Source: an optimization exercise on an open RTL-to-GDS flow (aim: small area, a short achievable clock period and few clock cycles per item). Production flows keep margins and buffers that such runs may drop. Only simulation tests tie the RTL to the original design; equivalence was not proved. Power and IR drop assume default switching activity.

== the reference run ==
==> flow/design.v <==
package dm_pkg;
   localparam int unsigned CNT_W = 4;
   typedef logic [CNT_W-1:0] dm_cnt_t;
   typedef enum logic [1:0] {
      IDLE = 2'd0,
      WAIT = 2'd1,
      RESP = 2'd2
   } dm_state_t;
   typedef struct packed {
      logic misaligned;     
      logic out_of_range;   
      logic bad_cmd;        
   } dm_err_t;
   function automatic dm_err_t dm_check(input logic [31:0] addr,
                                        input logic        rd,
                                        input logic        wr,
                                        input int unsigned depth);
      dm_err_t e;
      e.misaligned   = (addr[1:0] != 2'b00);
      e.out_of_range = ({2'b00, addr[31:2]} >= depth);
      e.bad_cmd      = (rd == wr);
      dm_check = e;
   endfunction
endpackage
module dm_array (
   input  logic        clk,
   input  logic [7:0]  i_wrow,
   input  logic [7:0]  i_rrow,
   input  logic [7:0]  i_col,
   input  logic [31:0] i_wdata,
   output logic [31:0] o_rdata
);
   logic [31:0] r_mem [64];
   logic [31:0] w_row_data [8];
   always_ff @(posedge clk) begin
      for (int w = 0; w < 64; w++) begin
         if (i_wrow[w/8] && i_col[w%8]) r_mem[w] <= i_wdata;
      end
   end
   always_comb begin
      o_rdata = '0;
      for (int r = 0; r < 8; r++) begin
         w_row_data[r] = '0;
         for (int c = 0; c < 8; c++) w_row_data[r] = w_row_data[r] | (r_mem[8*r+c] & {32{i_col[c]}});
         o_rdata = o_rdata | (w_row_data[r] & {32{i_rrow[r]}});
      end
   end
endmodule
module dm_responder #(
   parameter int unsigned DEPTH = 64
) (
   input  logic        clk,
   input  logic        rst_n,
   input  logic        req_valid,
   output logic        req_ready,
   input  logic [31:0] req_addr,
   input  logic [31:0] req_wdata,
   input  logic        req_read,
   input  logic        req_write,
   output logic        rsp_valid,
   input  logic        rsp_ready,
   output logic [31:0] rsp_rdata,
   output logic        rsp_err
);
   logic        r_s1_valid;
   logic [7:0]  r_s1_wrow;      
   logic [7:0]  r_s1_rrow;      
   logic [7:0]  r_s1_col;       
   logic        r_s1_err;
   logic [31:0] r_s1_wdata;
   logic        r_rsp_valid;
   logic        r_rsp_err;
   logic [31:0] r_rsp_rdata;
   dm_pkg::dm_err_t w_err;
   logic        w_bad;
   logic        w_s2_free;
   logic        w_s1_free;
   logic [7:0]  w_row;
   logic [7:0]  w_col;
   logic [31:0] w_rdata;
   assign w_err     = dm_pkg::dm_check(req_addr, req_read, req_write, DEPTH);
   assign w_bad     = |w_err;
   assign w_s2_free = !r_rsp_valid || rsp_ready;
   assign w_s1_free = !r_s1_valid || w_s2_free;
   always_comb begin
      for (int i = 0; i < 8; i++) begin
         w_row[i] = (req_addr[7:5] == 3'(i));
         w_col[i] = (req_addr[4:2] == 3'(i));
      end
   end
   dm_array u_array (
      .clk     (clk),
      .i_wrow  (r_s1_wrow),
      .i_rrow  (r_s1_rrow),
      .i_col   (r_s1_col),
      .i_wdata (r_s1_wdata),
      .o_rdata (w_rdata)
   );
   always_ff @(posedge clk or negedge rst_n) begin
      if (!rst_n) begin
         r_s1_valid  <= 1'b0;
         r_s1_wrow   <= '0;
         r_rsp_valid <= 1'b0;
      end else begin
         if (w_s1_free) begin
            r_s1_valid <= req_valid;
            r_s1_wrow  <= (req_valid && req_write && !w_bad) ? w_row : '0;
         end
         if (w_s2_free) begin
            r_rsp_valid <= r_s1_valid;
         end
      end
   end
   always_ff @(posedge clk) begin
      if (w_s1_free) begin
         r_s1_rrow  <= (req_read && !w_bad) ? w_row : '0;
         r_s1_col   <= w_col;
         r_s1_err   <= w_bad;
         r_s1_wdata <= req_wdata;
      end
      if (w_s2_free) begin
         r_rsp_err   <= r_s1_err;
         r_rsp_rdata <= w_rdata;
      end
   end
   assign req_ready = w_s1_free;
   assign rsp_valid = r_rsp_valid;
   assign rsp_err   = r_rsp_err;
   assign rsp_rdata = r_rsp_rdata;
endmodule
==> flow/config.mk <==
export PLATFORM = sky130hd
export DESIGN_NAME = dm_responder
export DESIGN_NICKNAME = dm_responder
export VERILOG_FILES = /design/flow/design.v
export SDC_FILE = /design/flow/constraint.sdc
export NUM_CORES = 4
export LEC_CHECK = 0
export CAP_MARGIN = 20
export CORE_MARGIN = 2
export CORE_UTILIZATION = 60
export CTS_BUF_LIST = sky130_fd_sc_hd__clkbuf_16
export CTS_CLUSTER_DIAMETER = 60
export CTS_CLUSTER_SIZE = 40
export PLACE_DENSITY = 0.7
export SETUP_SLACK_MARGIN = 2.0
export SLEW_MARGIN = 20
==> flow/constraint.sdc <==
create_clock -name core_clock -period 4.5 [get_ports {clk}]
set_input_delay 0.9000 -clock core_clock [delete_from_list [all_inputs] [get_ports {clk}]]
set_output_delay 0.9000 -clock core_clock [all_outputs]
set_load 0.01 [all_outputs]
run.sh (not shown) runs the stock make flow with config.mk's settings and CLKGATE_MAP_FILE= SYNTH_SCRIPT=/design/flow/synth_recipe.tcl, a recipe that flattens the netlist after the stock synthesis.
Testbench counts of the reference run, summed over its fixed seeds: cycles 3,216, items 3,200.
> inputs changed (the reference run -> the trial run)
--- a/flow/design.v
+++ b/flow/design.v
@@ -67,23 +67,28 @@
    logic [7:0]  r_s1_rrow;      
    logic [7:0]  r_s1_col;       
    logic        r_s1_err;
    logic [31:0] r_s1_wdata;
    logic        r_rsp_valid;
+   logic        r_full;         
    logic        r_rsp_err;
    logic [31:0] r_rsp_rdata;
    dm_pkg::dm_err_t w_err;
    logic        w_bad;
    logic        w_s2_free;
    logic        w_s1_free;
+   logic        w_s1_valid_nx;
+   logic        w_rsp_valid_nx;
    logic [7:0]  w_row;
    logic [7:0]  w_col;
    logic [31:0] w_rdata;
    assign w_err     = dm_pkg::dm_check(req_addr, req_read, req_write, DEPTH);
    assign w_bad     = |w_err;
    assign w_s2_free = !r_rsp_valid || rsp_ready;
-   assign w_s1_free = !r_s1_valid || w_s2_free;
+   assign w_s1_free = !r_full || rsp_ready;
+   assign w_s1_valid_nx  = w_s1_free ? req_valid  : r_s1_valid;
+   assign w_rsp_valid_nx = w_s2_free ? r_s1_valid : r_rsp_valid;
    always_comb begin
       for (int i = 0; i < 8; i++) begin
          w_row[i] = (req_addr[7:5] == 3'(i));
          w_col[i] = (req_addr[4:2] == 3'(i));
       end
@@ -99,11 +104,13 @@
    always_ff @(posedge clk or negedge rst_n) begin
       if (!rst_n) begin
          r_s1_valid  <= 1'b0;
          r_s1_wrow   <= '0;
          r_rsp_valid <= 1'b0;
+         r_full      <= 1'b0;
       end else begin
+         r_full <= w_s1_valid_nx && w_rsp_valid_nx;
          if (w_s1_free) begin
             r_s1_valid <= req_valid;
             r_s1_wrow  <= (req_valid && req_write && !w_bad) ? w_row : '0;
          end
          if (w_s2_free) begin
--- outcome ---
The trial run against the reference run: wire length of the first global-routing pass now smaller; power density over the cells now larger; parity-gate share of the synthesized area counting xor and xnor cells comparable.
The trial run vs the reference run on wire length: the trial run is the lower one.
Per the comparison of the trial run with the reference run, post-cts resize count went down, leakage power figure went down.
Cell area after layout delta (the trial run − the reference run): favourable
The trial run against the reference run: worst reg-to-reg setup slack +0.06 ns, wire length on met1 -2200 um, final design utilization -0.83 points.
Testbench counts of the trial run, summed over its fixed seeds: cycles 3,216, items 3,200.

[re-timing with driven ports]
The flow's constraints put no driver on any port. The routed layouts listed below were extracted and timed again, unchanged, in two steps. Step 1 (the two cells are an assumption about what drives the block):
set clk [get_ports {clk}]
set_driving_cell -lib_cell sky130_fd_sc_hd__clkbuf_16 $clk
set_driving_cell -lib_cell sky130_fd_sc_hd__buf_2 [delete_from_list [all_inputs] $clk]
Step 2, shift: input delay + t, output delay - t, t = (earliest + latest rising clock arrival at the registers) / 2. This alone moves slack from input paths to output paths. Slacks: ideal / step 1 / step 2; pairs: ideal / step 1.
run	t (ns)	setup WS [ns]	latest minus earliest clock arrival (ns)
the reference run	0.840	1.897 / 1.816 / 1.690	0.039 / 0.038
the trial run	0.839	1.958 / 1.931 / 1.600	0.040 / 0.041
After both steps setup and hold are still met in every run listed. For the trial run, which loses most, drivers alone change the setup slack by -0.027 ns; drivers and shift together by -0.358 ns.
